Background: an optimization exercise with open tools, aiming at small area, a short achievable clock period and few clock cycles per item. Do not read the settings as production practice.
Function was checked by simulation only, so behaviour that the tests miss may differ from the original.
Power figures rest on the tool's default switching activity, not on a simulated workload.

--- flow/design.v ---
package md5_pkg;
    localparam logic [31:0] IV_A = 32'h67452301;
    localparam logic [31:0] IV_B = 32'hefcdab89;
    localparam logic [31:0] IV_C = 32'h98badcfe;
    localparam logic [31:0] IV_D = 32'h10325476;
    localparam logic [31:0] C0F  = 32'hd76aa477;
    localparam logic [31:0] K_1  = 32'he8c7b756;
    localparam logic [31:0] K1_LAST = 32'hefadab89;
    function automatic logic [3:0] ring_slot(input logic [3:0] w);
        case (w)
            4'd0: ring_slot = 4'd9;
            4'd1: ring_slot = 4'd2;
            4'd2: ring_slot = 4'd0;
            4'd3: ring_slot = 4'd3;
            4'd4: ring_slot = 4'd5;
            4'd5: ring_slot = 4'd6;
            4'd6: ring_slot = 4'd12;
            4'd7: ring_slot = 4'd7;
            4'd8: ring_slot = 4'd1;
            4'd9: ring_slot = 4'd10;
            4'd10: ring_slot = 4'd8;
            4'd11: ring_slot = 4'd11;
            4'd12: ring_slot = 4'd13;
            4'd13: ring_slot = 4'd14;
            4'd14: ring_slot = 4'd4;
            4'd15: ring_slot = 4'd15;
            default: ring_slot = 4'd0;
        endcase
    endfunction
    function automatic logic [3:0] tap_slot(input logic [2:0] j);
        case (j)
            3'd0: tap_slot = 4'd2;
            3'd1: tap_slot = 4'd3;
            3'd2: tap_slot = 4'd4;
            3'd3: tap_slot = 4'd5;
            3'd4: tap_slot = 4'd8;
            3'd5: tap_slot = 4'd11;
            3'd6: tap_slot = 4'd13;
            3'd7: tap_slot = 4'd0;
            default: tap_slot = 4'd0;
        endcase
    endfunction
    function automatic logic [7:0] tap_sel(input logic [5:0] n);
        case (n)
            6'd0: tap_sel = 8'b00000010;
            6'd1: tap_sel = 8'b10000000;
            6'd2: tap_sel = 8'b00000001;
            6'd3: tap_sel = 8'b00000010;
            6'd4: tap_sel = 8'b00000010;
            6'd5: tap_sel = 8'b00010000;
            6'd6: tap_sel = 8'b00000001;
            6'd7: tap_sel = 8'b00100000;
            6'd8: tap_sel = 8'b00000010;
            6'd9: tap_sel = 8'b10000000;
            6'd10: tap_sel = 8'b00000001;
            6'd11: tap_sel = 8'b00000010;
            6'd12: tap_sel = 8'b00000010;
            6'd13: tap_sel = 8'b00010000;
            6'd14: tap_sel = 8'b00000001;
            6'd15: tap_sel = 8'b00000100;
            6'd16: tap_sel = 8'b01000000;
            6'd17: tap_sel = 8'b00100000;
            6'd18: tap_sel = 8'b00010000;
            6'd19: tap_sel = 8'b00000100;
            6'd20: tap_sel = 8'b00001000;
            6'd21: tap_sel = 8'b00100000;
            6'd22: tap_sel = 8'b10000000;
            6'd23: tap_sel = 8'b00000100;
            6'd24: tap_sel = 8'b01000000;
            6'd25: tap_sel = 8'b00100000;
            6'd26: tap_sel = 8'b00010000;
            6'd27: tap_sel = 8'b00000100;
            6'd28: tap_sel = 8'b00001000;
            6'd29: tap_sel = 8'b00100000;
            6'd30: tap_sel = 8'b10000000;
            6'd31: tap_sel = 8'b00010000;
            6'd32: tap_sel = 8'b00000001;
            6'd33: tap_sel = 8'b00100000;
            6'd34: tap_sel = 8'b00000010;
            6'd35: tap_sel = 8'b10000000;
            6'd36: tap_sel = 8'b00000001;
            6'd37: tap_sel = 8'b00000010;
            6'd38: tap_sel = 8'b00000010;
            6'd39: tap_sel = 8'b00010000;
            6'd40: tap_sel = 8'b00000001;
            6'd41: tap_sel = 8'b00100000;
            6'd42: tap_sel = 8'b00000010;
            6'd43: tap_sel = 8'b10000000;
            6'd44: tap_sel = 8'b00000001;
            6'd45: tap_sel = 8'b00000010;
            6'd46: tap_sel = 8'b00000010;
            6'd47: tap_sel = 8'b00100000;
            6'd48: tap_sel = 8'b00010000;
            6'd49: tap_sel = 8'b00000100;
            6'd50: tap_sel = 8'b00001000;
            6'd51: tap_sel = 8'b00100000;
            6'd52: tap_sel = 8'b10000000;
            6'd53: tap_sel = 8'b00000100;
            6'd54: tap_sel = 8'b01000000;
            6'd55: tap_sel = 8'b00100000;
            6'd56: tap_sel = 8'b00010000;
            6'd57: tap_sel = 8'b00000100;
            6'd58: tap_sel = 8'b00001000;
            6'd59: tap_sel = 8'b00100000;
            6'd60: tap_sel = 8'b10000000;
            6'd61: tap_sel = 8'b00000100;
            6'd62: tap_sel = 8'b01000000;
            default: tap_sel = 8'b0;
        endcase
    endfunction
    function automatic logic [31:0] k_next(input logic [7:0] h, input logic [7:0] l);
        k_next[0] = (h[0] & (l[1] | l[3] | l[5] | l[6])) | (h[1] & (l[0] | l[1] | l[4] | l[6])) | (h[2] & (l[1] | l[3] | l[4] | l[5])) | (h[3] & (l[1] | l[2] | l[3] | l[5])) | (h[4] & (l[0] | l[4])) | (h[5] & (l[1] | l[2] | l[3] | l[4] | l[6])) | (h[6] & (l[0] | l[1] | l[2] | l[3] | l[5] | l[6] | l[7])) | (h[7] & (l[2] | l[4] | l[5] | l[6] | l[7]));
        k_next[1] = (h[0] & (l[0] | l[1] | l[2] | l[3] | l[4] | l[5])) | (h[1] & (l[0] | l[2] | l[3] | l[4] | l[5] | l[7])) | (h[2] & (l[2] | l[4] | l[7])) | (h[3] & (l[0] | l[1] | l[6] | l[7])) | (h[4] & (l[1] | l[7])) | (h[5] & (l[0])) | (h[6] & (l[0] | l[1] | l[3] | l[4] | l[7])) | (h[7] & (l[3] | l[5]));
        k_next[2] = (h[0] & (l[0] | l[2] | l[3])) | (h[1] & (l[0] | l[2] | l[5])) | (h[2] & (l[3] | l[7])) | (h[3] & (l[0] | l[1] | l[2] | l[3])) | (h[4] & (l[2] | l[3] | l[7])) | (h[5] & (l[1] | l[2] | l[4] | l[6] | l[7])) | (h[6] & (l[0] | l[1] | l[5] | l[7])) | (h[7] & (l[1] | l[4]));
        k_next[3] = (h[0] & (l[1] | l[2] | l[3] | l[4] | l[7])) | (h[1] & (l[0] | l[2] | l[5])) | (h[2] & (l[2] | l[3] | l[6])) | (h[3] & (l[2] | l[4] | l[5] | l[6])) | (h[4] & (l[2] | l[4])) | (h[5] & (l[0] | l[3] | l[5])) | (h[6] & (l[2] | l[5] | l[7])) | (h[7] & (l[5]));
        k_next[4] = (h[0] & (l[0] | l[1] | l[5] | l[7])) | (h[1] & (l[1] | l[2] | l[4])) | (h[2] & (l[1] | l[3] | l[4])) | (h[3] & (l[0] | l[4] | l[5])) | (h[4] & (l[6])) | (h[5] & (l[0] | l[3] | l[5])) | (h[6] & (l[0] | l[2] | l[4] | l[5] | l[6])) | (h[7] & (l[1] | l[4] | l[5] | l[6]));
        k_next[5] = (h[0] & (l[2] | l[3] | l[4])) | (h[1] & (l[0] | l[1] | l[2] | l[3] | l[6] | l[7])) | (h[2] & (l[2] | l[7])) | (h[3] & (l[2] | l[4])) | (h[4] & (l[1] | l[4] | l[5] | l[6])) | (h[5] & (l[0] | l[3] | l[4] | l[5] | l[6])) | (h[6] & (l[1] | l[2] | l[5])) | (h[7] & (l[0] | l[2] | l[4] | l[5]));
        k_next[6] = (h[0] & (l[0] | l[1] | l[2] | l[7])) | (h[1] & (l[7])) | (h[2] & (l[0] | l[1] | l[3] | l[4] | l[6] | l[7])) | (h[3] & (l[0] | l[2] | l[4] | l[5] | l[7])) | (h[4] & (l[3] | l[5] | l[6] | l[7])) | (h[5] & (l[0] | l[4] | l[5] | l[6] | l[7])) | (h[6] & (l[3] | l[5] | l[6] | l[7])) | (h[7] & (l[0]));
        k_next[7] = (h[0] & (l[1] | l[2] | l[3] | l[7])) | (h[1] & (l[0] | l[1] | l[2] | l[4] | l[5])) | (h[2] & (l[2] | l[5] | l[6] | l[7])) | (h[3] & (l[0] | l[1] | l[2] | l[4] | l[5] | l[6])) | (h[4] & (l[0] | l[4] | l[7])) | (h[5] & (l[0] | l[1] | l[4] | l[5])) | (h[6] & (l[0] | l[1] | l[3] | l[4] | l[6])) | (h[7] & (l[0] | l[2] | l[3] | l[5] | l[6]));
        k_next[8] = (h[0] & (l[0] | l[3] | l[6])) | (h[1] & (l[0] | l[1] | l[2] | l[3] | l[4] | l[5] | l[7])) | (h[2] & (l[0] | l[2] | l[6] | l[7])) | (h[3] & (l[0] | l[1] | l[3] | l[4] | l[7])) | (h[4] & (l[1] | l[4] | l[5])) | (h[5] & (l[0] | l[2] | l[4])) | (h[6] & (l[0] | l[1] | l[3] | l[6])) | (h[7] & (l[1] | l[2] | l[6] | l[7]));
        k_next[9] = (h[0] & (l[0] | l[2] | l[3] | l[4] | l[5])) | (h[1] & (l[0] | l[1] | l[2] | l[5])) | (h[2] & (l[0] | l[1] | l[2] | l[5] | l[6])) | (h[3] & (l[0] | l[4] | l[5])) | (h[4] & (l[0] | l[3] | l[4] | l[5] | l[7])) | (h[5] & (l[0] | l[6] | l[7])) | (h[6] & (l[0] | l[1] | l[7])) | (h[7] & (l[0] | l[1] | l[3] | l[4] | l[5] | l[6] | l[7]));
        k_next[10] = (h[0] & (l[0] | l[2] | l[3] | l[4] | l[5] | l[6])) | (h[1] & (l[0] | l[2] | l[7])) | (h[2] & (l[2] | l[4] | l[5] | l[7])) | (h[3] & (l[0] | l[1] | l[2] | l[6])) | (h[4] & (l[0] | l[4] | l[6] | l[7])) | (h[5] & (l[0] | l[2] | l[5] | l[6])) | (h[6] & (l[0] | l[4] | l[5] | l[6] | l[7])) | (h[7] & (l[0] | l[3]));
        k_next[11] = (h[0] & (l[2] | l[3] | l[7])) | (h[1] & (l[1] | l[6])) | (h[2] & (l[1] | l[6] | l[7])) | (h[3] & (l[1] | l[3] | l[6] | l[7])) | (h[4] & (l[2] | l[3] | l[4] | l[5] | l[6] | l[7])) | (h[5] & (l[2] | l[4] | l[5])) | (h[6] & (l[0] | l[3] | l[4] | l[6] | l[7])) | (h[7] & (l[3]));
        k_next[12] = (h[0] & (l[0] | l[1] | l[6] | l[7])) | (h[1] & (l[0] | l[1] | l[2] | l[3] | l[4])) | (h[2] & (l[0] | l[1] | l[3] | l[4] | l[6])) | (h[3] & (l[2] | l[7])) | (h[4] & (l[0] | l[2] | l[6] | l[7])) | (h[5] & (l[1] | l[2] | l[3] | l[4] | l[5] | l[6])) | (h[6] & (l[0] | l[3] | l[5] | l[6] | l[7])) | (h[7] & (l[2] | l[3] | l[4] | l[5] | l[6]));
        k_next[13] = (h[0] & (l[0] | l[1])) | (h[1] & (l[0] | l[4] | l[7])) | (h[2] & (l[0] | l[5] | l[6])) | (h[3] & (l[3] | l[4] | l[7])) | (h[4] & (l[0] | l[1] | l[2] | l[3] | l[6] | l[7])) | (h[5] & (l[0] | l[1] | l[5] | l[7])) | (h[6] & (l[0] | l[1] | l[2] | l[5] | l[7])) | (h[7] & (l[0] | l[3] | l[4] | l[7]));
        k_next[14] = (h[0] & (l[1] | l[2] | l[4] | l[5])) | (h[1] & (l[0] | l[1] | l[2] | l[4] | l[5])) | (h[2] & (l[1] | l[2] | l[5] | l[6] | l[7])) | (h[3] & (l[3] | l[6])) | (h[4] & (l[0] | l[1] | l[3] | l[4] | l[5] | l[7])) | (h[5] & (l[3] | l[5] | l[6])) | (h[6] & (l[0] | l[3] | l[4] | l[5] | l[6] | l[7])) | (h[7] & (l[0] | l[1] | l[3] | l[4] | l[5] | l[6]));
        k_next[15] = (h[0] & (l[0] | l[2] | l[4] | l[6] | l[7])) | (h[1] & (l[0] | l[2])) | (h[2] & (l[0] | l[2] | l[5] | l[6] | l[7])) | (h[3] & (l[3] | l[4])) | (h[4] & (l[0] | l[3] | l[4] | l[6])) | (h[5] & (l[3] | l[4])) | (h[6] & (l[0] | l[2] | l[4] | l[5])) | (h[7] & (l[0] | l[4] | l[5] | l[6]));
        k_next[16] = (h[0] & (l[0] | l[2] | l[4])) | (h[1] & (l[1] | l[5])) | (h[2] & (l[3] | l[5] | l[6] | l[7])) | (h[3] & (l[0] | l[1] | l[3] | l[4] | l[5])) | (h[4] & (l[0] | l[1] | l[2] | l[5] | l[6] | l[7])) | (h[5] & (l[0] | l[1] | l[4] | l[7])) | (h[6] & (l[2] | l[3] | l[5])) | (h[7] & (l[1] | l[3] | l[5] | l[7]));
        k_next[17] = (h[0] & (l[0] | l[4] | l[6])) | (h[1] & (l[1] | l[7])) | (h[2] & (l[1] | l[2] | l[3] | l[6])) | (h[3] & (l[0] | l[2] | l[3] | l[4] | l[5] | l[6] | l[7])) | (h[4] & (l[3] | l[4] | l[5] | l[6] | l[7])) | (h[5] & (l[1] | l[4] | l[5])) | (h[6] & (l[0] | l[2] | l[3] | l[5])) | (h[7] & (l[3] | l[4] | l[5] | l[6]));
        k_next[18] = (h[0] & (l[0] | l[2] | l[3] | l[4] | l[6])) | (h[1] & (l[0] | l[1] | l[2] | l[6] | l[7])) | (h[2] & (l[1] | l[2] | l[3] | l[4])) | (h[3] & (l[0] | l[1] | l[4] | l[5])) | (h[4] & (l[1] | l[2] | l[3] | l[4] | l[6])) | (h[5] & (l[1] | l[3] | l[6])) | (h[6] & (l[1] | l[4] | l[5] | l[6])) | (h[7] & (l[0] | l[5] | l[6] | l[7]));
        k_next[19] = (h[0] & (l[2] | l[3])) | (h[1] & (l[1] | l[2] | l[4] | l[5] | l[7])) | (h[2] & (l[1] | l[3])) | (h[3] & (l[2] | l[4] | l[5] | l[6] | l[7])) | (h[4] & (l[1] | l[3] | l[4] | l[5] | l[6] | l[7])) | (h[5] & (l[1] | l[2] | l[4] | l[6] | l[7])) | (h[6] & (l[0] | l[3] | l[4] | l[5] | l[7])) | (h[7] & (l[0] | l[2] | l[4]));
        k_next[20] = (h[0] & (l[2] | l[3] | l[5])) | (h[1] & (l[1] | l[2] | l[3] | l[4] | l[5] | l[6] | l[7])) | (h[2] & (l[1] | l[2] | l[6])) | (h[3] & (l[0] | l[1] | l[2] | l[7])) | (h[4] & (l[0] | l[1] | l[3] | l[4] | l[5] | l[6] | l[7])) | (h[5] & (l[3] | l[4])) | (h[6] & (l[1] | l[2] | l[3])) | (h[7] & (l[3] | l[4] | l[5]));
        k_next[21] = (h[0] & (l[1] | l[2] | l[3] | l[5])) | (h[1] & (l[1] | l[5] | l[6])) | (h[2] & (l[2] | l[3] | l[5] | l[7])) | (h[3] & (l[0] | l[3] | l[4] | l[5] | l[6] | l[7])) | (h[4] & (l[0] | l[2] | l[3] | l[5] | l[6])) | (h[5] & (l[0] | l[1] | l[5] | l[6] | l[7])) | (h[6] & (l[0] | l[5] | l[7])) | (h[7] & (l[0] | l[4]));
        k_next[22] = (h[0] & (l[0] | l[3] | l[6])) | (h[1] & (l[0] | l[1] | l[2] | l[5])) | (h[2] & (l[0] | l[1] | l[4] | l[6] | l[7])) | (h[3] & (l[1] | l[2] | l[3] | l[4] | l[5] | l[7])) | (h[4] & (l[0] | l[2] | l[4])) | (h[5] & (l[1] | l[3] | l[4])) | (h[6] & (l[3] | l[5])) | (h[7] & (l[3] | l[5] | l[7]));
        k_next[23] = (h[0] & (l[0] | l[2] | l[4] | l[7])) | (h[1] & (l[1] | l[3] | l[4] | l[6])) | (h[2] & (l[2] | l[5] | l[6] | l[7])) | (h[3] & (l[1] | l[3] | l[4] | l[7])) | (h[4] & (l[1] | l[2] | l[3] | l[4] | l[5] | l[6] | l[7])) | (h[5] & (l[0] | l[1] | l[2] | l[3] | l[4] | l[5] | l[6])) | (h[6] & (l[1] | l[2] | l[5] | l[6] | l[7])) | (h[7] & (l[5] | l[6]));
        k_next[24] = (h[0] & (l[2] | l[3] | l[4] | l[6] | l[7])) | (h[1] & (l[0] | l[1] | l[2] | l[3] | l[4] | l[6])) | (h[2] & (l[2] | l[6] | l[7])) | (h[3] & (l[0] | l[2] | l[3] | l[5] | l[6] | l[7])) | (h[4] & (l[0] | l[1] | l[2] | l[4])) | (h[5] & (l[3] | l[5])) | (h[6] & (l[0] | l[1] | l[3] | l[4] | l[5] | l[6] | l[7])) | (h[7] & (l[1] | l[3] | l[4] | l[6] | l[7]));
        k_next[25] = (h[0] & (l[4])) | (h[1] & (l[0] | l[1] | l[3] | l[5] | l[7])) | (h[2] & (l[1] | l[3] | l[4] | l[6])) | (h[3] & (l[0] | l[5] | l[7])) | (h[4] & (l[0] | l[4] | l[5] | l[6])) | (h[5] & (l[0] | l[4] | l[5])) | (h[6] & (l[0] | l[1] | l[4] | l[5] | l[7])) | (h[7] & (l[0] | l[1] | l[2] | l[3] | l[5] | l[6] | l[7]));
        k_next[26] = (h[0] & (l[1] | l[3] | l[4] | l[6])) | (h[1] & (l[1] | l[4] | l[5] | l[7])) | (h[2] & (l[1] | l[3] | l[6])) | (h[3] & (l[1] | l[2] | l[4] | l[5] | l[6] | l[7])) | (h[4] & (l[0] | l[1] | l[2] | l[3] | l[5] | l[6])) | (h[5] & (l[1] | l[2] | l[4] | l[5] | l[6] | l[7])) | (h[6] & (l[2] | l[3] | l[4] | l[5] | l[6] | l[7])) | (h[7] & (l[0] | l[2] | l[3] | l[4] | l[7]));
        k_next[27] = (h[0] & (l[0] | l[5] | l[6] | l[7])) | (h[1] & (l[0] | l[1] | l[2] | l[3] | l[4] | l[6])) | (h[2] & (l[2] | l[5])) | (h[3] & (l[3] | l[4] | l[6] | l[7])) | (h[4] & (l[1] | l[2] | l[4] | l[6] | l[7])) | (h[5] & (l[0] | l[3] | l[5])) | (h[6] & (l[1] | l[2] | l[4] | l[5] | l[7])) | (h[7] & (l[0] | l[2] | l[4] | l[5] | l[6]));
        k_next[28] = (h[0] & (l[3] | l[6])) | (h[1] & (l[1] | l[4] | l[7])) | (h[2] & (l[3] | l[5])) | (h[3] & (l[1] | l[4] | l[7])) | (h[4] & (l[2] | l[5] | l[6])) | (h[5] & (l[1] | l[3] | l[5] | l[7])) | (h[6] & (l[2] | l[5])) | (h[7] & (l[0] | l[3] | l[4]));
        k_next[29] = (h[0] & (l[0] | l[1] | l[3] | l[5] | l[6] | l[7])) | (h[1] & (l[1] | l[3] | l[4] | l[5] | l[7])) | (h[2] & (l[1] | l[2] | l[6] | l[7])) | (h[3] & (l[1] | l[3] | l[4] | l[5] | l[7])) | (h[4] & (l[1] | l[2] | l[3] | l[5] | l[6] | l[7])) | (h[5] & (l[0] | l[4] | l[7])) | (h[6] & (l[1] | l[2] | l[3] | l[5] | l[7])) | (h[7] & (l[0] | l[1] | l[3] | l[4] | l[5] | l[6] | l[7]));
        k_next[30] = (h[0] & (l[0] | l[2] | l[3] | l[4] | l[6] | l[7])) | (h[1] & (l[1] | l[3] | l[4] | l[6] | l[7])) | (h[2] & (l[0] | l[2] | l[3] | l[5] | l[6])) | (h[3] & (l[0] | l[1] | l[2] | l[4] | l[5] | l[7])) | (h[4] & (l[1] | l[2] | l[4] | l[5])) | (h[5] & (l[0] | l[1] | l[3] | l[4] | l[6] | l[7])) | (h[6] & (l[0] | l[2] | l[3] | l[5] | l[7])) | (h[7] & (l[0] | l[2] | l[3] | l[6] | l[7]));
        k_next[31] = (h[0] & (l[0] | l[2] | l[3] | l[5] | l[6])) | (h[1] & (l[0] | l[1] | l[2] | l[4] | l[5] | l[7])) | (h[2] & (l[0] | l[2] | l[3] | l[5] | l[6])) | (h[3] & (l[0] | l[1] | l[3] | l[4] | l[6] | l[7])) | (h[4] & (l[0] | l[2] | l[3] | l[5] | l[6])) | (h[5] & (l[0] | l[1] | l[3] | l[4] | l[6] | l[7])) | (h[6] & (l[1] | l[2] | l[4] | l[5] | l[6])) | (h[7] & (l[0] | l[1] | l[3] | l[4] | l[6]));
    endfunction
    function automatic logic [4:0] shift_of(input logic [3:0] i);
        case (i)
            4'd0: shift_of = 5'd7;
            4'd1: shift_of = 5'd12;
            4'd2: shift_of = 5'd17;
            4'd3: shift_of = 5'd22;
            4'd4: shift_of = 5'd5;
            4'd5: shift_of = 5'd9;
            4'd6: shift_of = 5'd14;
            4'd7: shift_of = 5'd20;
            4'd8: shift_of = 5'd4;
            4'd9: shift_of = 5'd11;
            4'd10: shift_of = 5'd16;
            4'd11: shift_of = 5'd23;
            4'd12: shift_of = 5'd6;
            4'd13: shift_of = 5'd10;
            4'd14: shift_of = 5'd15;
            4'd15: shift_of = 5'd21;
            default: shift_of = 5'd0;
        endcase
    endfunction
    function automatic logic [7:0] rot_sel(input logic [5:0] n);
        case ({n[5:4], n[1:0]})
            4'd0: rot_sel = {4'b0001, 4'b1000};   
            4'd1: rot_sel = {4'b0010, 4'b1000};   
            4'd2: rot_sel = {4'b0100, 4'b1000};   
            4'd3: rot_sel = {4'b1000, 4'b0100};   
            4'd4: rot_sel = {4'b0001, 4'b0010};   
            4'd5: rot_sel = {4'b0010, 4'b0001};   
            4'd6: rot_sel = {4'b0100, 4'b0001};   
            4'd7: rot_sel = {4'b1000, 4'b0001};   
            4'd8: rot_sel = {4'b0001, 4'b0001};   
            4'd9: rot_sel = {4'b0010, 4'b0100};   
            4'd10: rot_sel = {4'b0100, 4'b0100};   
            4'd11: rot_sel = {4'b1000, 4'b1000};   
            4'd12: rot_sel = {4'b0001, 4'b0100};   
            4'd13: rot_sel = {4'b0010, 4'b0010};   
            4'd14: rot_sel = {4'b0100, 4'b0010};   
            4'd15: rot_sel = {4'b1000, 4'b0010};   
            default: rot_sel = 8'b0;
        endcase
    endfunction
endpackage
`timescale 1ns/1ps
module md5_msg_regs(
    input  logic         clk,
    input  logic         busy_i,
    input  logic [511:0] msg_i,
    input  logic [7:0]   tap_sel_i,   
    output logic [31:0]  word_o
);
    logic [31:0] ring [16];
    always_ff @(posedge clk) begin
        for (int w = 0; w < 16; w++) begin
            if (busy_i) ring[w] <= ring[(w + 1) % 16];
            else        ring[md5_pkg::ring_slot(4'(w))] <= msg_i[w*32 +: 32];
        end
    end
    always_comb begin
        word_o = '0;
        for (int j = 0; j < 8; j++) begin
            word_o = word_o | ({32{tap_sel_i[j]}} & ring[md5_pkg::tap_slot(3'(j))]);
        end
    end
endmodule
`timescale 1ns/1ps
module md5_step_sched(
    input  logic        clk,
    input  logic        reset_n,
    input  logic        start_i,
    output logic        busy_o,
    output logic        last_o,      
    output logic [3:0]  fn_o,        
    output logic [3:0]  qsel_o,      
    output logic [3:0]  rsel_o,      
    output logic [3:0]  qnx_o,       
    output logic [3:0]  rnx_o,
    output logic [15:0] ssel_o,      
    output logic [31:0] k1_o,        
    output logic [7:0]  tap_sel_o,   
    output logic [7:0]  kh_o,        
    output logic [7:0]  kl_o,        
    output logic        done_o
);
    logic       busy, last;
    logic [5:0] cnt, nstep, nnext;
    assign nstep = busy ? cnt + 6'd1 : 6'd0;
    assign nnext = busy ? cnt + 6'd2 : 6'd1;
    always_ff @(posedge clk) begin
        if (!reset_n) begin
            busy   <= 1'b0;
            last   <= 1'b0;
            done_o <= 1'b0;
        end else begin
            done_o <= last;
            last   <= busy && (cnt == 6'd62);
            if (busy) busy <= !last;
            else      busy <= start_i;
        end
    end
    always_ff @(posedge clk) begin
        cnt <= nstep;
        fn_o             <= 4'd1 << nnext[5:4];
        {qsel_o, rsel_o}   <= md5_pkg::rot_sel(nstep);
        {qnx_o, rnx_o}     <= md5_pkg::rot_sel(nnext);
        ssel_o           <= 16'd1 << {nstep[5:4], nstep[1:0]};
        if (busy && cnt == 6'd62) k1_o <= md5_pkg::K1_LAST;
        else k1_o <= ~32'd0 << md5_pkg::shift_of({nstep[5:4], nstep[1:0]});
        tap_sel_o        <= md5_pkg::tap_sel(nnext);
        kh_o             <= 8'd1 << nnext[5:3];
        kl_o             <= 8'd1 << nnext[2:0];
    end
    assign busy_o = busy;
    assign last_o = last;
endmodule
`timescale 1ns/1ps
module md5_round_datapath(
    input  logic         clk,
    input  logic         busy_i,
    input  logic         last_i,
    input  logic [3:0]   fn_i,
    input  logic [3:0]   qsel_i,      
    input  logic [3:0]   rsel_i,
    input  logic [3:0]   qnx_i,       
    input  logic [3:0]   rnx_i,
    input  logic [15:0]  ssel_i,
    input  logic [31:0]  k1_i,      
    input  logic [7:0]   kh_i,
    input  logic [7:0]   kl_i,
    input  logic [31:0]  msg0_i,    
    input  logic [31:0]  msg1_i,    
    input  logic [31:0]  word_i,    
    output logic [127:0] digest_o
);
    logic [31:0] b, c, d, p, rp, x0, x1, nx0, nx1, np, w, k;
    logic [31:0] f, rf, k0, k1;
    logic [31:0] e0s, e0c, e1s, e1c, u0, v0, u1, v1, z0, z1, new_b;
    logic [31:0] e0m, e1m, v0m, v1m;
    logic [31:0] pg;    
    logic        cw;    
    function automatic logic [31:0] rotate(input logic [31:0] x,
                                           input logic [3:0] q,
                                           input logic [3:0] r);
        logic [31:0] y;
        y = ({32{q[0]}} & {x[27:0], x[31:28]})
          | ({32{q[1]}} & {x[22:0], x[31:23]})
          | ({32{q[2]}} & {x[17:0], x[31:18]})
          | ({32{q[3]}} & {x[11:0], x[31:12]});
        rotate = ({32{r[0]}} & y)
               | ({32{r[1]}} & {y[30:0], y[31]})
               | ({32{r[2]}} & {y[29:0], y[31:30]})
               | ({32{r[3]}} & {y[28:0], y[31:29]});
    endfunction
    function automatic logic [63:0] prefix(input logic [31:0] g, input logic [31:0] t);
        logic [31:0] gg, tt, gn, tn;
        gg = g;
        tt = t;
        for (int sp = 1; sp < 32; sp = sp * 2) begin
            gn = gg;
            tn = tt;
            for (int i = sp; i < 32; i++) begin
                gn[i] = gg[i] | (tt[i] & gg[i - sp]);
                tn[i] = tt[i] & tt[i - sp];
            end
            gg = gn;
            tt = tn;
        end
        prefix = {tt, gg};
    endfunction
    function automatic logic [31:0] add_ci(input logic [31:0] x, input logic [31:0] y,
                                           input logic ci);
        logic [31:0] h, gg, tt, s;
        h = x ^ y;
        {tt, gg} = prefix(x & y, h);
        s[0] = h[0] ^ ci;
        for (int i = 1; i < 32; i++) s[i] = h[i] ^ (gg[i-1] | (tt[i-1] & ci));
        add_ci = s;
    endfunction
    assign f = (b & x1) | (~b & x0);
    assign nx1 = ({32{fn_i[0]}} & b)
               | ({32{fn_i[1]}} & (b | c))
               | ({32{fn_i[2]}} & ~(b ^ c))
               | ({32{fn_i[3]}} & ~b);
    assign nx0 = ({32{fn_i[0]}} & c)
               | ({32{fn_i[1]}} & (b & ~c))
               | ({32{fn_i[2]}} & (b ^ c))
               | ({32{fn_i[3]}} & ~(b ^ c));
    logic [31:0] pt_unused;
    assign {pt_unused, pg} = prefix(p & f, p ^ f);
    always_comb begin
        cw = 1'b0;
        for (int i = 0; i < 16; i++) begin
            cw = cw | (ssel_i[i] & pg[31 - md5_pkg::shift_of(4'(i))]);
        end
    end
    assign k0 = {32{last_i}} & md5_pkg::IV_B;
    assign k1 = k1_i;
    assign rf = rotate(f, qsel_i, rsel_i);
    assign e0s = b ^ rp ^ k0;
    assign e0m = (b & rp) | (b & k0) | (rp & k0);
    assign e0c = {e0m[30:0], 1'b0};
    assign e1s = b ^ rp ^ k1;
    assign e1m = (b & rp) | (b & k1) | (rp & k1);
    assign e1c = {e1m[30:0], 1'b0};
    assign u0  = e0s ^ e0c ^ rf;
    assign v0m = (e0s & e0c) | (e0s & rf) | (e0c & rf);
    assign v0  = {v0m[30:0], 1'b0};
    assign u1  = e1s ^ e1c ^ rf;
    assign v1m = (e1s & e1c) | (e1s & rf) | (e1c & rf);
    assign v1  = {v1m[30:0], 1'b0};
    assign np = d + w + k;
    assign z0    = add_ci(u0, v0, cw);
    assign z1    = add_ci(u1, v1, cw);
    assign new_b = pg[31] ? z1 : z0;
    always_ff @(posedge clk) begin
        if (!busy_i) begin
            b <= md5_pkg::IV_B;
            c <= md5_pkg::IV_C;
            d <= md5_pkg::IV_D;
            p <= msg0_i;
            w <= msg1_i;
            k <= md5_pkg::K_1;
            rp <= {msg0_i[24:0], msg0_i[31:25]};   
            x0 <= md5_pkg::C0F;
            x1 <= md5_pkg::C0F;
        end else begin
            x0 <= nx0;
            x1 <= nx1;
            b <= new_b;
            c <= last_i ? b + md5_pkg::IV_C : b;
            d <= last_i ? c + md5_pkg::IV_D : c;
            p <= np;
            w <= word_i;
            k <= md5_pkg::k_next(kh_i, kl_i);
            rp <= rotate(np, qnx_i, rnx_i);
        end
    end
    assign digest_o = {d, c, b, p};
endmodule
`timescale 1ns/1ps
module md5_core(
    input  logic         clk,
    input  logic         reset_n,
    input  logic         start_i,
    input  logic [511:0] msg_i,
    output logic [127:0] digest_o,
    output logic         done_o
);
    logic        busy, last;
    logic [3:0]  qsel, qnx, rnx;
    logic [3:0]  fn;
    logic [3:0]  rsel;
    logic [15:0] ssel;
    logic [7:0]  tap_sel, kh, kl;
    logic [31:0] word, k1;
    md5_step_sched u_sched (
        .clk       (clk),
        .reset_n   (reset_n),
        .start_i   (start_i),
        .busy_o    (busy),
        .last_o    (last),
        .fn_o      (fn),
        .qsel_o    (qsel),
        .rsel_o    (rsel),
        .qnx_o     (qnx),
        .rnx_o     (rnx),
        .ssel_o    (ssel),
        .k1_o      (k1),
        .tap_sel_o (tap_sel),
        .kh_o      (kh),
        .kl_o      (kl),
        .done_o    (done_o)
    );
    md5_msg_regs u_msg (
        .clk       (clk),
        .busy_i    (busy),
        .msg_i     (msg_i),
        .tap_sel_i (tap_sel),
        .word_o    (word)
    );
    md5_round_datapath u_dp (
        .clk      (clk),
        .busy_i   (busy),
        .last_i   (last),
        .fn_i     (fn),
        .qsel_i   (qsel),
        .rsel_i   (rsel),
        .qnx_i    (qnx),
        .rnx_i    (rnx),
        .ssel_i   (ssel),
        .k1_i     (k1),
        .kh_i     (kh),
        .kl_i     (kl),
        .msg0_i   (msg_i[31:0]),
        .msg1_i   (msg_i[63:32]),
        .word_i   (word),
        .digest_o (digest_o)
    );
endmodule
--- flow/flow/run.sh ---
#!/bin/bash
# Standard ORFS layout, with plain buf_1 cells as port buffers and a
# tighter setup-repair target; every tool's output is kept in the ORFS logs
# and in standard.log.
set -euo pipefail
export BUFFER_PORTS_ARGS="-buffer_cell sky130_fd_sc_hd__buf_1"
export SETUP_SLACK_MARGIN=7
bash standard.sh > standard.log 2>&1
--- flow/standard.sh ---
#!/bin/bash
# synth_recipe.tcl (not shown) runs the flow's synth.tcl, then flattens the netlist and writes it again
# the make line also repeats each setting of config.mk as NAME=value (left out here)
make -C /OpenROAD-flow-scripts/flow DESIGN_CONFIG=/design/flow/config.mk WORK_HOME=/design/flow/orfs CLKGATE_MAP_FILE= SYNTH_SCRIPT=/design/flow/synth_recipe.tcl "${@:-finish}"
--- flow/config.mk ---
export PLATFORM = sky130hd
export DESIGN_NAME = md5_core
export DESIGN_NICKNAME = md5_core
export VERILOG_FILES = /design/flow/design.v
export SDC_FILE = /design/flow/constraint.sdc
export NUM_CORES = 4
export LEC_CHECK = 0
export CAP_MARGIN = 20
export CORE_MARGIN = 2
export CORE_UTILIZATION = 40
export CTS_BUF_LIST = sky130_fd_sc_hd__clkbuf_4 sky130_fd_sc_hd__clkbuf_8
export SLEW_MARGIN = 20
--- flow/constraint.sdc ---
create_clock -name core_clock -period 11.0 [get_ports {clk}]
set_input_delay 2.2000 -clock core_clock [delete_from_list [all_inputs] [get_ports {clk}]]
set_output_delay 2.2000 -clock core_clock [all_outputs]
set_load 0.01 [all_outputs]
==> results by group, run 1 <==
Timing
  – Fin crit share: 44.3%
  – Setup TNS: 0 ns
  – Max Fclk: ~210 MHz
  – Slew Limit Fails: 0
  – Unrepaired setup endpoints after global routing: yes
  – Setup-failing EPs final: 0
  – Setup Skew: about 0.065 ns
  – Minimum clock period: approximately 4.9 ns
  – Max-Slew Margin vs Limit: 21.8%
  – Final hold vios: 0
  – Worst-Margin Slew: between 1 and 1.5 ns

Synth
  – Synth area leaders: dfxtp_1 38%, mux2_2 13%, fa_1 6.0%
  – Yosys warns: 4
  – Post-synthesis instance total: 4,865
  – Post-synthesis simple-gate area fraction: 9.92%
  – Avg Synthesized Cell Area: 9.70 µm²
  – Cell variety after synth: 93
  – Flops & latches, synth: 900
  – EDFF count, synth: 0
  – Adder-Cell Fraction of Synth Area: between 10% and 20%
  – Ys async rst share: 0%
  – Mapped Area: approximately 47,000 µm²
  – Post-synthesis xor/xnor area fraction: 2.84%
  – Largest family of logic cells by synthesized area: compound AO/OA/AOI/OAI gates
  – Synth Flop Type: dfxtp_1
  – Cell taking the most area after synthesis: dfxtp_1
  – Synth Area in Compound Gates: approximately 18%
  – Register area share after synthesis: 38.2%
  – Post-synthesis mux area share: about 14%
  – Share of the synthesized area in the top cell type: 38.2%

Die
  – Row count: 125
  – Die Wd: between 300 and 400 µm
  – Die area: 121,000 µm²
  – DIE HEIGHT: 347 µm
  – IO Pins: 644
  – Starting Density: 40.5%
  – Std-Cell Core Area: 117,000 µm²

Power
  – LEAKAGE: around 24 nW
  – Power per standard cell area: 287 nW/µm²
  – Worst ir drop on vdd: 198 µV

Worst setup path
  – Reg2Reg Depth: 24
  – Critical path's slowest cell: fa_2
  – Setup slack, reg-to-reg: 6.12 ns
  – Reg2Reg Capture Point: u_dp.b[16]$_SDFF_PN1_
  – Arrival time worst endpoint: 5.66 ns
  – Startpoint types: register
  – Slowest stage delay, CP: a little over 0.5 ns
  – Worst reg2reg startpoint: u_dp.b[13]$_SDFF_PN1_
  – CP max FO: 4
  – Crit. End Element: register
  – Required time of the worst setup path: approximately 12 ns
  – CP Cell Sequence: mux2_4 > a22oi_2 > nand2_2 > a22o_1 > a221oi_4 > fa_2 > inv_2 > ha_4 > a211oi_2 > o21bai_1 > a21o_1 > a21oi_2 > o21a_1 > nor4bb_2 > and4bb_4 > buf_6 > buf_6 > buf_6 > buf_6 > o41ai_4 > buf_4 > a31oi_4 > xor2_1 > a22oi_1
  – Most common cell on crit path: buf_6
  – CP Class: reg2reg

CTS
  – CTS Buffer Depth: 3
  – CTS tree: yes
  – CTS Sinks: 900
  – Num CTS Buffers: 156
  – Clock root buffer: clkbuf_8
  – Latest clock arrival within the worst-skew pair: approximately 0.9 ns
  – Clock slew at reported path FFs: 0.06 ns
  – Maximum level of the CTS H-tree: 4

Hold path
  – Min-delay src: u_msg.ring[10][17]$_DFF_P_
  – Hold Path Sink: u_msg.ring[9][17]$_DFF_P_
  – Hold depth: 2
  – HP Class: reg2reg

Final layout
  – Core Util, Final: 49.9%
  – Share of layout cells above drive strength 1: 25.5%
  – Storage cell area: 18,200 µm²
  – Leading cell type in the layout, fill and taps excluded: dfxtp_1
  – Area grow syn2layout: 23.2%
  – Multi-input gate area: between 20,000 and 30,000 µm²
  – Nets: 6,466
  – Most frequent cells in the layout: 831 x dfxtp_1, 639 x buf_1, 507 x mux2_2, 401 x nand2_1, 327 x inv_1
  – Fill cell count: roughly 11k

Route
  – DR vias: 42.9k
  – WL met3: 21,500 µm
  – DRT met1 WL: about 80,000 µm
  – Routed len/inst: 28.8 µm
  – Vias/cell: slightly below 6
  – First DRT Iteration DRCs: roughly 4.7k
  – DRC Markers: 0
  – Metal2 WL: 93,800 µm
  – Uppermost layer routed: met5
  – Final wirelength: around 210,000 µm
  – 1st-pass router iterations: 11
  – DRT antenna net count: 0

Placed design
  – Port Buf Inserts: 643
  – DP Wirelength: 158,000 µm
  – Routability congestion estimate: 1.02

GRT
  – GRT Overall Usage: 33.3%
  – Number of global-route vias before repair: 41.4k
  – Grt ovf: 0
  – Largest net degree at the start of global routing: between 150 and 200
  – Antenna violations before repair: 59
  – First-pass GRT wire length: around 300,000 µm

Outcome
  – Outcome: timing/DRC/antenna clean

Flow run
  – Max-Cap Viols: 0
area by class of cell:
type / count / share of cell area [%]
repair buffers: 880 / 7.64
well taps: 1524 / 3.28
clock buffers: 235 / 5.08
clock inverters: 31 / 0.689
multi-input cells: 3324 / 49.8
flip-flops and latches: 900 / 31.3
inverters: 335 / 2.17
diodes: 21 / 0.0904
worst max-delay path by stage:
stage	slack, ns	to	cells after the start	start
global route	6.04	u_dp.b[23]$_SDFF_PN1_	21	u_dp.b[26]$_SDFF_PN1_
CTS	6.24	u_dp.b[25]$_SDFF_PN1_	22	u_dp.b[16]$_SDFF_PN1_
finish	6.12	u_dp.b[16]$_SDFF_PN1_	24	u_dp.b[13]$_SDFF_PN1_
floorplan	6.58	u_dp.b[24]$_SDFF_PN1_	21	u_dp.b[23]$_SDFF_PN1_
detailed placement	5.59	u_dp.b[31]$_SDFF_PN1_	20	u_dp.b[24]$_SDFF_PN1_
global placement	5.61	u_dp.b[31]$_SDFF_PN1_	21	u_dp.b[24]$_SDFF_PN1_
cell usage after synthesis, types with 39 or more instances:
library cell,n
mux2_2,538
inv_1,335
fa_1,142
o21ai_0,177
a21o_1,77
xnor2_1,112
a22oi_1,137
a22o_1,87
a31oi_1,67
nand3_1,72
nand2_1,433
mux2i_1,46
a222oi_1,57
a221oi_1,118
xor2_1,41
nor2_1,242
and3_1,40
nor3_1,39
clkbuf_1,281
nand4_1,41
ha_1,212
dfxtp_1,900
a21oi_1,200
report_power, final:
group          switching (W)  internal, W  total (W)
sequential          0.000454      0.00369    0.00415
combinational        0.00529      0.00394    0.00923
clock                0.00146      0.00186    0.00332
registers in the layout, indices dropped and copies added (netlist names):
name               count
u_dp.rp               32
u_dp.w                32
u_sched.kl_o           8
u_dp.p                32
u_sched.rnx_o          4
u_sched.fn_o           4
u_sched.tap_sel_o      8
u_sched.rsel_o         4
u_msg.ring           512
u_sched.qnx_o          4
u_sched.k1_o          31
u_dp.d                32
u_dp.c                32
u_sched.done_o         1
u_dp.x0               32
u_dp.b                32
u_sched.busy           1
u_dp.x1               32
u_sched.kh_o           8
u_dp.k                32
u_sched.qsel_o         4
u_sched.cnt            6
u_sched.last           1
u_sched.ssel_o        16
kinds of logic (layout without fill, tap and decap cells):
logic type	Yosys count	in the layout
AO/OA/AOI/OAI	1205	1205
AND/OR/NAND/NOR	1027	1027
flip-flops	900	900
buffers and inverters	641	1481
multiplexers	585	585
adder cells (fa/ha/maj)	354	354
XOR/XNOR	153	153
other	0	21
repair_timing:
item                                    in CTS  in global routing
buffers inserted                           115                 50
pin swaps                                  129                123
gates resized for setup                    288                180
endpoints found under the setup margin     106                 72
hold buffers                                 0                  0
cloned                                       1                  0
routing by layer:
metal / track usage (%) / vias up
li1: - / 19000
met1: 41.0 / 20700
met2: 52.7 / 2436
met3: 9.94 / 626
met4: 16.8 / 44
met5: 0 / -
worst max-delay path, delay by kind of cell (launching register included):
family | cells | cell delay [ns]
adder cells (fa/ha/maj) | 2 | 0.64
AND/OR/NAND/NOR | 3 | 0.55
multiplexers | 1 | 0.34
XOR/XNOR | 1 | 0.15
flip-flops | 1 | 0.37
buffers and inverters | 6 | 0.72
AO/OA/AOI/OAI | 11 | 2.01
through the flow:
stage	worst slack, ns	total power (W)	cell area, µm²	hold WS (ns)	cells
after global routing	6.04	0.0176	58100	0.435	7241
after detailed placement	5.59	0.0114	51200	0.410	6797
final	6.12	0.0167	58100	0.416	7250
after global placement	5.61	0.0114	51200	0.410	6797
after CTS	6.24	0.0159	56900	0.399	7179
after floorplan	6.58	0.00912	47500	0.403	4865
Testbench counts, summed over its fixed seeds: cycles 12,488, items 192.
==> run 2: changes to the inputs <==
--- a/flow/design.v
+++ b/flow/design.v
@@ -6,3 +6,2 @@
     localparam logic [31:0] C0F  = 32'hd76aa477;
-    localparam logic [31:0] K_1  = 32'he8c7b756;
     localparam logic [31:0] K1_LAST = 32'hefadab89;
@@ -31,10 +30,10 @@
         case (j)
-            3'd0: tap_slot = 4'd2;
-            3'd1: tap_slot = 4'd3;
-            3'd2: tap_slot = 4'd4;
-            3'd3: tap_slot = 4'd5;
-            3'd4: tap_slot = 4'd8;
-            3'd5: tap_slot = 4'd11;
-            3'd6: tap_slot = 4'd13;
-            3'd7: tap_slot = 4'd0;
+            3'd0: tap_slot = 4'd1;
+            3'd1: tap_slot = 4'd2;
+            3'd2: tap_slot = 4'd3;
+            3'd3: tap_slot = 4'd4;
+            3'd4: tap_slot = 4'd7;
+            3'd5: tap_slot = 4'd10;
+            3'd6: tap_slot = 4'd12;
+            3'd7: tap_slot = 4'd15;
             default: tap_slot = 4'd0;
@@ -219,4 +218,4 @@
     output logic [3:0]  rsel_o,      
-    output logic [3:0]  qnx_o,       
-    output logic [3:0]  rnx_o,
+    output logic [3:0]  qseln_o,     
+    output logic [3:0]  rseln_o,
     output logic [15:0] ssel_o,      
@@ -248,3 +247,3 @@
         {qsel_o, rsel_o}   <= md5_pkg::rot_sel(nstep);
-        {qnx_o, rnx_o}     <= md5_pkg::rot_sel(nnext);
+        {qseln_o, rseln_o} <= ~md5_pkg::rot_sel(nstep);
         ssel_o           <= 16'd1 << {nstep[5:4], nstep[1:0]};
@@ -252,5 +251,5 @@
         else k1_o <= ~32'd0 << md5_pkg::shift_of({nstep[5:4], nstep[1:0]});
-        tap_sel_o        <= md5_pkg::tap_sel(nnext);
-        kh_o             <= 8'd1 << nnext[5:3];
-        kl_o             <= 8'd1 << nnext[2:0];
+        tap_sel_o        <= md5_pkg::tap_sel(nstep);
+        kh_o             <= 8'd1 << nstep[5:3];
+        kl_o             <= 8'd1 << nstep[2:0];
     end
@@ -267,4 +266,4 @@
     input  logic [3:0]   rsel_i,
-    input  logic [3:0]   qnx_i,       
-    input  logic [3:0]   rnx_i,
+    input  logic [3:0]   qseln_i,     
+    input  logic [3:0]   rseln_i,
     input  logic [15:0]  ssel_i,
@@ -274,3 +273,2 @@
     input  logic [31:0]  msg0_i,    
-    input  logic [31:0]  msg1_i,    
     input  logic [31:0]  word_i,    
@@ -278,4 +276,4 @@
 );
-    logic [31:0] b, c, d, p, rp, x0, x1, nx0, nx1, np, w, k;
-    logic [31:0] f, rf, k0, k1;
+    logic [31:0] b, c, d, p, x0, x1, nx0, nx1;
+    logic [31:0] f, rp, rf, k0, k1;
     logic [31:0] e0s, e0c, e1s, e1c, u0, v0, u1, v1, z0, z1, new_b;
@@ -331,4 +329,3 @@
                | ({32{fn_i[3]}} & ~(b ^ c));
-    logic [31:0] pt_unused;
-    assign {pt_unused, pg} = prefix(p & f, p ^ f);
+    md5_carries u_car (.x_i(p), .y_i(f), .c_o(pg));
     always_comb begin
@@ -341,2 +338,3 @@
     assign k1 = k1_i;
+    assign rp = rotate(p, ~qseln_i, ~rseln_i);
     assign rf = rotate(f, qsel_i, rsel_i);
@@ -354,5 +352,4 @@
     assign v1  = {v1m[30:0], 1'b0};
-    assign np = d + w + k;
-    assign z0    = add_ci(u0, v0, cw);
-    assign z1    = add_ci(u1, v1, cw);
+    md5_add_ci u_add0 (.x_i(u0), .y_i(v0), .ci_i(cw), .s_o(z0));
+    md5_add_ci u_add1 (.x_i(u1), .y_i(v1), .ci_i(cw), .s_o(z1));
     assign new_b = pg[31] ? z1 : z0;
@@ -364,5 +361,2 @@
             p <= msg0_i;
-            w <= msg1_i;
-            k <= md5_pkg::K_1;
-            rp <= {msg0_i[24:0], msg0_i[31:25]};   
             x0 <= md5_pkg::C0F;
@@ -375,6 +369,3 @@
             d <= last_i ? c + md5_pkg::IV_D : c;
-            p <= np;
-            w <= word_i;
-            k <= md5_pkg::k_next(kh_i, kl_i);
-            rp <= rotate(np, qnx_i, rnx_i);
+            p <= d + word_i + md5_pkg::k_next(kh_i, kl_i);
         end
@@ -383,2 +374,49 @@
 endmodule
+module md5_add_ci(
+    input  logic [31:0] x_i,
+    input  logic [31:0] y_i,
+    input  logic        ci_i,
+    output logic [31:0] s_o
+);
+    logic [31:0] h, gg, tt, gn, tn;
+    always_comb begin
+        h  = x_i ^ y_i;
+        gg = x_i & y_i;
+        tt = h;
+        for (int sp = 1; sp < 32; sp = sp * 2) begin
+            gn = gg;
+            tn = tt;
+            for (int i = sp; i < 32; i++) begin
+                gn[i] = gg[i] | (tt[i] & gg[i - sp]);
+                tn[i] = tt[i] & tt[i - sp];
+            end
+            gg = gn;
+            tt = tn;
+        end
+        s_o[0] = h[0] ^ ci_i;
+        for (int i = 1; i < 32; i++) s_o[i] = h[i] ^ (gg[i-1] | (tt[i-1] & ci_i));
+    end
+endmodule
+module md5_carries(
+    input  logic [31:0] x_i,
+    input  logic [31:0] y_i,
+    output logic [31:0] c_o
+);
+    logic [31:0] gg, tt, gn, tn;
+    always_comb begin
+        gg = x_i & y_i;
+        tt = x_i ^ y_i;
+        for (int sp = 1; sp < 32; sp = sp * 2) begin
+            gn = gg;
+            tn = tt;
+            for (int i = sp; i < 32; i++) begin
+                gn[i] = gg[i] | (tt[i] & gg[i - sp]);
+                tn[i] = tt[i] & tt[i - sp];
+            end
+            gg = gn;
+            tt = tn;
+        end
+        c_o = gg;
+    end
+endmodule
 `timescale 1ns/1ps
@@ -393,3 +431,3 @@
     logic        busy, last;
-    logic [3:0]  qsel, qnx, rnx;
+    logic [3:0]  qsel, qseln, rseln;
     logic [3:0]  fn;
@@ -408,4 +446,4 @@
         .rsel_o    (rsel),
-        .qnx_o     (qnx),
-        .rnx_o     (rnx),
+        .qseln_o   (qseln),
+        .rseln_o   (rseln),
         .ssel_o    (ssel),
@@ -431,4 +469,4 @@
         .rsel_i   (rsel),
-        .qnx_i    (qnx),
-        .rnx_i    (rnx),
+        .qseln_i  (qseln),
+        .rseln_i  (rseln),
         .ssel_i   (ssel),
@@ -438,3 +476,2 @@
         .msg0_i   (msg_i[31:0]),
-        .msg1_i   (msg_i[63:32]),
         .word_i   (word),
==> flow/flow/run.sh (replaced) <==
#!/bin/bash
# Standard ORFS layout, with plain buf_1 cells as port buffers, a tighter
# setup-repair target and a clock tree with larger sink clusters and no
# dummy loads; every tool's output is kept in the ORFS logs and in
# standard.log.
set -euo pipefail
export BUFFER_PORTS_ARGS="-buffer_cell sky130_fd_sc_hd__buf_1"
export SETUP_SLACK_MARGIN=7
export CTS_ARGS="-sink_clustering_enable -repair_clock_nets -dont_use_dummy_load -sink_clustering_size 16 -sink_clustering_max_diameter 80 -buf_list {sky130_fd_sc_hd__clkbuf_4 sky130_fd_sc_hd__clkbuf_8}"
bash standard.sh > standard.log 2>&1
--- a/flow/config.mk
+++ b/flow/config.mk
@@ -10,3 +10,4 @@
 export CORE_UTILIZATION = 40
-export CTS_BUF_LIST = sky130_fd_sc_hd__clkbuf_4 sky130_fd_sc_hd__clkbuf_8
 export SLEW_MARGIN = 20
+export SYNTH_HIERARCHICAL = 1
+export SYNTH_MINIMUM_KEEP_SIZE = 0
==> run 2 against run 1 <==
Effect of this change:
- utilization decreased by 1.5 points
- non-clock buffer count grew 32
- hold slack lost 0.033 ns
- combinational power increased by 19%
- sequential cell count down 97
- sequential power shrank 8.9%
- largest power group unchanged
- area after synthesis shrank 5.2%
- largest cell class unchanged
- wire length down 7.8%
- via count shrank 7.0%
- highest routed layer unchanged
- die area decreased by 5.1%
- final cell count shrank 7.8%
==> results by group, run 2 <==
Outcome
  – Outcome: timing/DRC/antenna clean

Die
  – Std-Cell Core Area: 111,000 µm² (-4.9%)
  – Die area: 115,000 µm² (-5.1%)
  – Die Wd: 338 µm (-2.6%)
  – DIE HEIGHT: 338 µm (-2.6%)
  – IO Pins: 644 (unchanged)
  – Row count: 122 (-2.4%)
  – Starting Density: 40.4% (-0.13 points)

Timing
  – Worst setup margin: 6.23 ns (+0.108 ns)
  – Minimum clock period: 4.77 ns (-0.108 ns)
  – Max Fclk: 210 MHz (+2.3%)
  – Setup TNS: 0 ns (unchanged)
  – Setup-failing EPs final: 0 (unchanged)
  – Fin crit share: 43.4% (-0.98 points)
  – Worst-Margin Slew: 1.09 ns (-0.0787 ns)
  – Slew Limit Fails: 0 (unchanged)
  – Max-Slew Margin vs Limit: 27.1% (+5.2 points)
  – Setup Skew: 0.154 ns (+0.0887 ns)
  – Unrepaired setup endpoints after global routing: yes
  – Final hold vios: 0 (unchanged)

Power
  – P_sw: 0.00763 W (+5.9%)
  – Clock network power share: 9.6% (-10 points)
  – Logic gate share of total power: 67.2% (+12 points)
  – Sw frac: 46.8% (+3.6 points)
  – Internal: 0.00869 W (-8.5%)
  – Worst ir drop on vdd: 375 µV (+89%)
  – Sequential power share: 23.2% (-1.6 points)
  – LEAKAGE: 21.3 nW (-11%)
  – Power per standard cell area: 305 nW/µm² (+6.0%)

Route
  – First DRT Iteration DRCs: 3,930 (-16%)
  – Vias/cell: 5.96 (+0.89%)
  – DRT antenna net count: 0 (unchanged)
  – 1st-pass router iterations: 7 (-4)
  – DRC Markers: 0 (unchanged)
  – Final wirelength: 193,000 µm (-7.8%)
  – Routed len/inst: 28.8 µm (about the same)
  – DR vias: 39.9k (-7.0%)

CTS
  – Num CTS Buffers: 67 (-57%)
  – CTS Buffer Depth: 3 (unchanged)
  – CTS Sinks: 803 (-11%)
  – CTS tree: yes
  – Clock slew at reported path FFs: 0.11 ns (+0.05 ns)
  – Maximum level of the CTS H-tree: 3 (-1)
  – Post-CTS Hold Buffers: 0 (unchanged)
  – Clock root buffer: clkbuf_8
  – Latest clock arrival within the worst-skew pair: 0.77 ns (-0.13 ns)

GRT
  – Antenna violations before repair: 26 (-56%)
  – First-pass GRT wire length: 273,000 µm (-7.0%)
  – GRT Overall Usage: 32.0% (-1.3 points)
  – Grt ovf: 0 (unchanged)
  – Number of global-route vias before repair: 38.1k (-7.9%)
  – Largest net degree at the start of global routing: 159 (-20%)

Synth
  – Mapped Area: 44,700 µm² (-5.2%)
  – Avg Synthesized Cell Area: 9.97 µm² (+2.8%)
  – Post-synthesis instance total: 4,487 (-7.8%)
  – Yosys warns: 12 (+8)

Worst setup path
  – CP Class: reg2reg
  – CP max FO: 6 (+2)
  – Arrival time worst endpoint: 5.40 ns (-0.26 ns)
  – Crit. End Element: register
  – Required time of the worst setup path: 11.63 ns (-0.15 ns)
  – Startpoint types: register

Final layout
  – Share of layout cells above drive strength 1: 25.8% (+0.32 points)
  – Area grow syn2layout: 19.8%
  – Reg with most FFs: u_msg.ring
  – Max reg flops: 512 (unchanged)
  – Most frequent cells in the layout: 726 x dfxtp_1, 640 x buf_1, 536 x mux2_2, 298 x nand2_1, 297 x a22oi_1
  – Nets: 6,044 (-6.5%)
  – Leading cell type in the layout, fill and taps excluded: dfxtp_1
  – Fill cell count: 10.6k (-3.0%)

Placed design
  – Post-Place Worst Slack: 5.32 ns (-0.274 ns)
  – DP Wirelength: 145,000 µm (-8.6%)
  – Port Buf Inserts: 643 (unchanged)
  – Routability congestion estimate: 1.01 (-0.80%)

Hold path
  – HP Class: reg2reg

Flow run
  – Max-Cap Viols: 0 (unchanged)
run 2: per-layer routing:
metal | vias to the layer above | track usage (%) | routed length, µm
met5 | - | 0 | 77
met4 | 14 | 15.1 | 10100
met3 | 494 | 6.61 | 17000
met2 | 2124 | 51.2 | 87400
met1 | 19600 | 41.3 | 78000
li1 | 17600 | - | -
run 2: power groups by stage:
stage	clock [W]	combinational (W)	sequential (W)
2_1_floorplan	0	0.00630	0.00361
3_3_place_gp	0	0.00848	0.00383
3_5_place_dp	0	0.00849	0.00383
4_1_cts	0.00159	0.00975	0.00375
5_1_grt	0.00170	0.0117	0.00380
6_report	0.00156	0.0110	0.00378
run 2: worst paths after layout:
check / startpoint / endpoint / slack, ns / depth (start not counted)
max reg2reg: u_dp.b[8]$_SDFF_PN1_ / u_dp.b[25]$_SDFF_PN1_ / 6.23 / 22
min: u_msg.ring[8][20]$_DFF_P_ / u_msg.ring[7][20]$_DFF_P_ / 0.38 / 1
min reg2reg: u_msg.ring[8][20]$_DFF_P_ / u_msg.ring[7][20]$_DFF_P_ / 0.38 / 1
max: u_dp.b[8]$_SDFF_PN1_ / u_dp.b[25]$_SDFF_PN1_ / 6.23 / 22
run 2: per-stage QoR:
step | util (%) | power, W | area, µm² | hold slack (ns) | std cells
detailed placement | 43.5 | 0.0123 | 48200 | 0.439 | 6392
global placement | 43.5 | 0.0123 | 48200 | 0.435 | 6392
finish | 48.4 | 0.0163 | 53600 | 0.383 | 6681
global route | 48.3 | 0.0172 | 53600 | 0.385 | 6676
floorplan | - | 0.00992 | 45100 | 0.433 | 4492
CTS | 47.0 | 0.0151 | 52000 | 0.379 | 6581
run 2: worst max-delay path, stage by stage, from the launching register on:
cell	delay (ns)
dfxtp_4	0.40
mux2_4	0.38
ha_4	0.19
a21oi_4	0.17
o21ai_4	0.09
a2111oi_4	0.33
a21oi_4	0.11
a31o_4	0.26
a2bb2oi_4	0.17
a21o_1	0.17
a22o_1	0.18
a221oi_2	0.17
nand4_1	0.12
buf_6	0.17
a211oi_4	0.30
o211ai_4	0.18
a21oi_4	0.27
o31ai_4	0.12
a2111oi_4	0.39
o21ai_1	0.14
xor2_1	0.16
mux2i_1	0.16
nand2_1	0.07
run 2: final cells by class:
type | instances | area [µm²] | area share [%]
multi-input cells | 3122 | 28500 | 53.3
well taps | 1488 | 1860 | 3.47
repair buffers | 912 | 4900 | 9.14
flip-flops and latches | 803 | 16300 | 30.4
diodes | 15 | 37.5 | 0.0700
clock buffers | 67 | 922 | 1.72
inverters | 274 | 1030 | 1.93
run 2: repair_timing:
item | 4_1_cts | 5_1_grt
setup buffers | 117 | 83
pin swaps | 140 | 102
gates cloned | 5 | 2
gates resized for setup | 416 | 181
setup endpoints to repair | 68 | 59
Testbench counts of run 2, summed over its fixed seeds: cycles 12,488, items 192.

-- port drivers added, routing unchanged --
The results above use ideal ports. As a check the final layouts listed here were re-extracted and re-timed, cells and wires unchanged.
Step 1 assumes that a clkbuf_16 drives the clock port and a buf_2 every other input.
Step 2 also shifts input and output timing later by t, the mid clock arrival at the registers, as if the neighbouring blocks saw the same clock.
a / b / c = ideal / step 1 / step 2; a / b = the first two.
run | t (ns) | slack for setup (ns) | latest minus earliest clock arrival (ns)
run 1 | 0.942 | 6.124 / 6.124 / 6.124 | 0.065 / 0.065
run 2 | 0.765 | 6.231 / 6.231 / 6.231 | 0.155 / 0.155
After both steps every run listed still meets setup and hold.
